This is an optimization exercise on Yosys and OpenROAD, whose aim is small area and a short achievable clock period, not a production implementation.
The RTL was checked by simulation tests, not by an equivalence proof against the original design.

==> flow/design.v (outline; a module is shown in full before it is edited, if it fits) <==
// module pe_fa: 10 lines
// module pe_fma_pre: 35 lines
// module pe_fma_core: 2206 lines
// module pe_pipelined: 157 lines
module pe_pipelined #(
    parameter int unsigned W_DEPTH = 4,
    parameter int unsigned PIPE    = 2,
    localparam int unsigned ADDR_W = (W_DEPTH > 1) ? $clog2(W_DEPTH) : 1
) (
    input  logic              clk,
    input  logic              reset,
    input  logic              load_cfg,
    input  logic [2:0]        load_op,
    input  logic              load_wen,
    input  logic [ADDR_W-1:0] load_addr,
    input  logic [31:0]       load_data,
    input  logic              in_valid,
    output logic              in_ready,
    input  logic [31:0]       a,
    input  logic [31:0]       b,
    input  logic [31:0]       c,
    output logic              out_valid,
    input  logic              out_ready,
    output logic [31:0]       out_data,
    output logic              busy
);
  // ...
==> flow/flow/run.sh <==
#!/bin/bash
# Standard layout (the standard.sh: ORFS synthesis through final routing), with the timing
# repair steps asked to keep a setup margin, so that they keep improving the worst path below
# the 30 ns clock. Clock, I/O delays and all other constraints are the design's own.
set -euo pipefail
export SETUP_SLACK_MARGIN=18
export TNS_END_PERCENT=10
bash standard.sh > standard_make.log 2>&1
==> flow/standard.sh <==
#!/bin/bash
# synth_recipe.tcl (not shown) runs the flow's synth.tcl, then flattens the netlist and writes it again
# the make line also repeats each setting of config.mk as NAME=value (left out here)
make -C /OpenROAD-flow-scripts/flow DESIGN_CONFIG=/design/flow/config.mk WORK_HOME=/design/flow/orfs CLKGATE_MAP_FILE= SYNTH_SCRIPT=/design/flow/synth_recipe.tcl "${@:-finish}"
==> flow/config.mk <==
export PLATFORM = sky130hd
export DESIGN_NAME = pe_pipelined
export DESIGN_NICKNAME = pe_pipelined
export VERILOG_FILES = /design/flow/design.v
export SDC_FILE = /design/flow/constraint.sdc
export NUM_CORES = 4
export LEC_CHECK = 0
export ABC_AREA = 1
export CAP_MARGIN = 20
export CORE_MARGIN = 2
export CORE_UTILIZATION = 50
export SLEW_MARGIN = 20
export SYNTH_HIERARCHICAL = 1
==> flow/constraint.sdc <==
create_clock -name core_clock -period 30.0 [get_ports {clk}]
set_input_delay 6.0000 -clock core_clock [delete_from_list [all_inputs] [get_ports {clk}]]
set_output_delay 6.0000 -clock core_clock [all_outputs]
set_load 0.01 [all_outputs]
==> impl_metrics.py, run 1 <==
metrics = {
    "run_status": {
        "status": "timing/DRC/antenna clean",
    },
    "final_layout": {
        "multi_input_area_share": 0.6286,
        "seq-cell-share": 0.1427,
        "stdcell_count": 7989,
    },
    "critical_path": {
        "critPathCapture": "s1_z[13]",
        "path_buf_inv": 14,
        "r2r_cells": 79,
        "crit_family": "simple AND/OR/NAND/NOR gates",
        "startpoint_type": "register",
        "worstSetupPathDepth": 79,
    },
    "clock_tree": {
        "cts_max_level": 1,
        "cts.sinks": 269,
    },
    "global_routing": {
        "grt_max_degree": 81,
        "antenna_found_initial": 11,
        "use_met1": 0.5590,
    },
    "floorplan": {
        "die_w_um": 301.2,
        "coreArea_mm2": 0.08716,
        "initial_core_util": 0.5066,
    },
    "logic_synthesis": {
        "syn_inst": 6495,
        "synth.avg_cell_area_um2": 6.799,
        "synth_most_common_cell": "nand2_1",
        "synthMuxAreaShare": 0.0006800,
        "yosys.area_share.simple": 0.3305,
    },
    "route": {
        "post_drt_via_cell_ratio": 6.364,
        "drc": 0,
        "wl_per_cell_um": 26.59,
    },
    "timing": {
        "hold_viol": 0,
        "setup_viol_count_final": 0,
    },
}
==> inputs of run 2 (changes only) <==
--- a/flow/flow/run.sh
+++ b/flow/flow/run.sh
@@ -3,6 +3,6 @@
 # repair steps asked to keep a setup margin, so that they keep improving the worst path below
 # the 30 ns clock. Clock, I/O delays and all other constraints are the design's own.
 set -euo pipefail
-export SETUP_SLACK_MARGIN=18
+export SETUP_SLACK_MARGIN=22
 export TNS_END_PERCENT=10
 bash standard.sh > standard_make.log 2>&1
==> run 2 against run 1 <==
Effect of this change: still clean; utilization shrank 0.30 points; clock skew decreased by 0.014 ns; hold slack improved by 0.00074 ns; count of clock-buffer cells in the layout did not move; wire length fell by 1.3%; fmax down 0.81%; non-clock buffer count increased by 1; first-iteration DRC count decreased by 5.3%; critical path depth is 5 lower.
==> impl_metrics.py, run 2 <==
metrics = {
    "final_layout": {
        "fin_nets": 7430,
        "syn_to_final_growth_pct": 26.53,
        "mostFrequentLayoutCells": "nand2_1, nand3_1, inv_1",
        "largest-register": "wbank",
        "largest_register_ff_count": 128,
        "reg_top3": "wbank x128, dat x32, s1_z x32",
        "n_fill_cell": 7768,
        "stdcell_area_mm2": 0.05587,
        "final_common_cell": "nand2_1",
        "stdcell_count": 8001,
        "layout-drive-gt1-share": 0.2036,
    },
    "route": {
        "routed_wl_mm": 209.7,
        "dr.pass1.iters": 10,
        "post_drt_via_cell_ratio": 6.323,
        "drtIter0Drc": 7026,
        "dr_total_vias": 50590,
        "wl_per_cell_um": 26.21,
        "drc": 0,
        "postRouteAntennaNets": 0,
    },
    "global_routing": {
        "use_met1": 0.5533,
        "antenna_found_initial": 8,
        "first_global_vias": 47360,
        "grt_busiest_layer": "met2",
        "grt_pass1_wl_mm": 299.3,
        "grt_util_met2": 0.6597,
        "grtUsageMet3": 0.1377,
        "grt_max_degree": 79,
        "track_usage": 0.4393,
        "overflow": 0,
    },
    "floorplan": {
        "io_pins": 174,
        "rows": 108,
        "fp.dieH_um": 301.2,
        "initial_core_util": 0.5066,
        "die_w_um": 301.2,
        "coreArea_mm2": 0.08716,
        "die-area_mm2": 0.09071,
    },
    "placement": {
        "post_dp_cell_area_mm2": 0.04661,
        "place.gp.congestion": 1.036,
        "io_buffer_count": 173,
        "dp_slack_ns": 12.69,
        "dp_hpwl_mm": 142.2,
        "place_inst": 7498,
    },
    "min_path": {
        "whs_path_depth": 2,
        "hp-start": "wvalid[2]",
        "holdPathEnd": "wvalid[2]",
        "hp-class": "register to register",
    },
    "logic_synthesis": {
        "synth.avg_cell_area_um2": 6.799,
        "synth_seq_cells": 269,
        "synth-xor-area-share": 0.07656,
        "synth_top_family_by_area": "simple AND/OR/NAND/NOR gates",
        "synthAdderAreaFrac": 0.1853,
        "seq_area_frac_synth": 0.1813,
        "synth_most_common_cell": "nand2_1",
        "synth_edf_count": 255,
        "syn_inst": 6495,
        "synthTopCellsByCount": "nand2_1, nand3_1, inv_1",
        "yosys.area.top_type": "edfxtp_1",
        "synth_compound_gate_area_share": 0.1250,
        "synthMuxAreaShare": 0.0006800,
        "yosys.area_share.simple": 0.3305,
        "synth-main-ff-cell": "edfxtp_1",
        "netlist_area_mm2": 0.04416,
        "synth.distinct_cells": 71,
        "netlist.area_leader.share": 0.1734,
        "synthArstFlopShare": 0.05204,
        "netlist_top_cells_area": "edfxtp_1, nand2_1, fa_1, nand3_1, xor2_1",
        "ys_warn_count": 9,
    },
    "timing": {
        "tns_ns": 0,
        "skew_ns": 0.02343,
        "min_period_ns": 13.49,
        "rsz0062_at_grt": "true",
        "tightest_slew_ns": 1.270,
        "fmax_ghz": 0.07414,
        "hold_viol": 0,
        "slew_headroom": 0.1446,
        "finalCritPeriodShare": 0.4496,
        "worst_slack_ns": 16.51,
        "setup_viol_count_final": 0,
        "maxSlewViolCount": 0,
    },
    "clock_tree": {
        "clockBufferDepth": 3,
        "cts_max_level": 1,
        "cts.sinks": 269,
        "cts_hold_buf": 0,
        "clk_latency_ns": 0.58,
        "cts_buffers": 27,
        "cts_tree": "built",
        "clk_pin_slew_worst_paths_ns": 0.07,
        "cts_root_buf": "clkbuf_16",
    },
    "critical_path": {
        "cp-end-kind": "register",
        "cpMostUsedCell": "nand2_2",
        "cp_slowest_cell": "edfxtp_1",
        "criticalPathCategory": "register to register",
        "slowest_delay_ns": 0.83,
        "crit_path_max_fanout": 15,
        "crit_required_ns": 30.29,
        "r2r_cells": 74,
        "startpoint_type": "register",
        "r2r-end": "s1_z[7]",
        "r2r_slack_ns": 16.51,
        "arrival_ns": 13.78,
        "r2r_start": "s1_mx[1]",
    },
    "run": {
        "drv_cap": 0,
    },
    "run_status": {
        "status": "timing/DRC/antenna clean",
    },
}
run 2: cell types whose count changed in the layout (fill, tap and decap cells not counted), moves of 14 or more:
cell	change
nand3_1	+35
nand3_2	-32
nand2_2	-30
nand2_1	+29
buf_4	+20
o21ai_2	+16
inv_1	-14
run 2: logic make-up after synthesis:
group	count (synthesis)
XOR/XNOR	386
multiplexers	3
AO/OA/AOI/OAI	922
adder cells (fa/ha/maj)	465
AND/OR/NAND/NOR	3383
other	1
flip-flops	269
buffers and inverters	1066
run 2: what timing repair did:
| action | 4_1_cts | 5_1_grt |
|---|---|---|
| pin swaps | 199 | 253 |
| gates resized for setup | 550 | 429 |
| buffers inserted | 222 | 150 |
| setup endpoints to repair | 145 | 145 |
| cloned | 67 | 15 |
run 2: area by class of cell:
type | instances | area, um2 | area share
multi-input cells | 5181 | 35460 | 0.6347
inverters | 654 | 2689 | 0.04812
flip-flops and latches | 269 | 8009 | 0.1433
clock buffers | 30 | 686.9 | 0.01229
repair inverters | 29 | 255.2 | 0.004568
clock inverters | 16 | 127.6 | 0.002284
diodes | 3 | 7.507 | 0.0001344
repair buffers | 664 | 7192 | 0.1287
well taps | 1155 | 1445 | 0.02586
run 2: layer usage:
| layer | part of all wire | vias to the layer above |
|---|---|---|
| li1 | - | 22170 |
| met4 | 0.079 | 22 |
| met2 | 0.42 | 3726 |
| met5 | 0.0025 | - |
| met1 | 0.37 | 23610 |
| met3 | 0.14 | 1061 |
run 2: Yosys stat by module, one instance, submodules excluded:
| module | area (um2) | flip-flops and latches |
|---|---|---|
| pe_fma_core | 25070 | 0 |
| pe_pipelined | 11640 | 269 |
| pe_fma_pre | 1227 | 0 |
| pe_fa | 20.02 | 0 |
run 2: how the worst max path moves through the flow:
stage | startpoint | endpoint | slack, ns | cells after the start
global placement | s1_z[28] | s1_z[6] | 12.75 | 81
finish | s1_mx[1] | s1_z[7] | 16.51 | 74
CTS | out_ready | in_ready | 16.67 | 6
floorplan | load_cfg | in_ready | 17.66 | 4
global route | s1_mx[1] | s1_z[9] | 16.27 | 81
detailed placement | s1_z[28] | s1_z[6] | 12.69 | 83
run 2: through the flow:
| stage | hold slack [ns] | util |
|---|---|---|
| 3_3_place_gp | 0.4496 | 0.5348 |
| 5_1_grt | 0.4845 | 0.6410 |
| 2_1_floorplan | 0.4274 | - |
| 3_5_place_dp | 0.4457 | 0.5348 |
| 4_1_cts | 0.4593 | 0.6035 |
| 6_report | 0.4550 | 0.6411 |
run 2: worst max-delay path, delay by kind of cell (launching register included):
kind | cells | cell delay (ns)
adders and majority gates | 10 | 4.19
AOI/OAI and AO/OA | 10 | 1.82
xor gates and xnor gates | 2 | 0.53
buffers and inverters | 14 | 2.05
DFF | 1 | 0.83
and+or+nand+nor | 38 | 3.70

[separate check: timing with driven ports]
The results above use ideal ports. As a check the final layouts listed here were re-extracted and re-timed, cells and wires unchanged. Step 1: set_driving_cell puts a clkbuf_16 on clk and a buf_2 on each other input, an assumption about the parent block. Step 2 moves the port delays by t, midway between the first and last clock arrival at a register: inputs arrive t later, outputs are due t later. That takes back most of the time a late clock gives input paths. a / b / c = no drivers / after step 1 / after step 2; a / b = the first two.
run	shift t [ns]	slack for setup (ns)	worst register clock-pin slew, ns	worst data-port slew with drivers (ns)	pins driven straight from the clock port
run 1	0.632	16.620 / 16.620 / 16.620	0.08 / 0.08	0.10	1
run 2	0.629	16.512 / 16.512 / 16.512	0.08 / 0.08	0.09	1
After both steps every run listed still meets setup and hold.
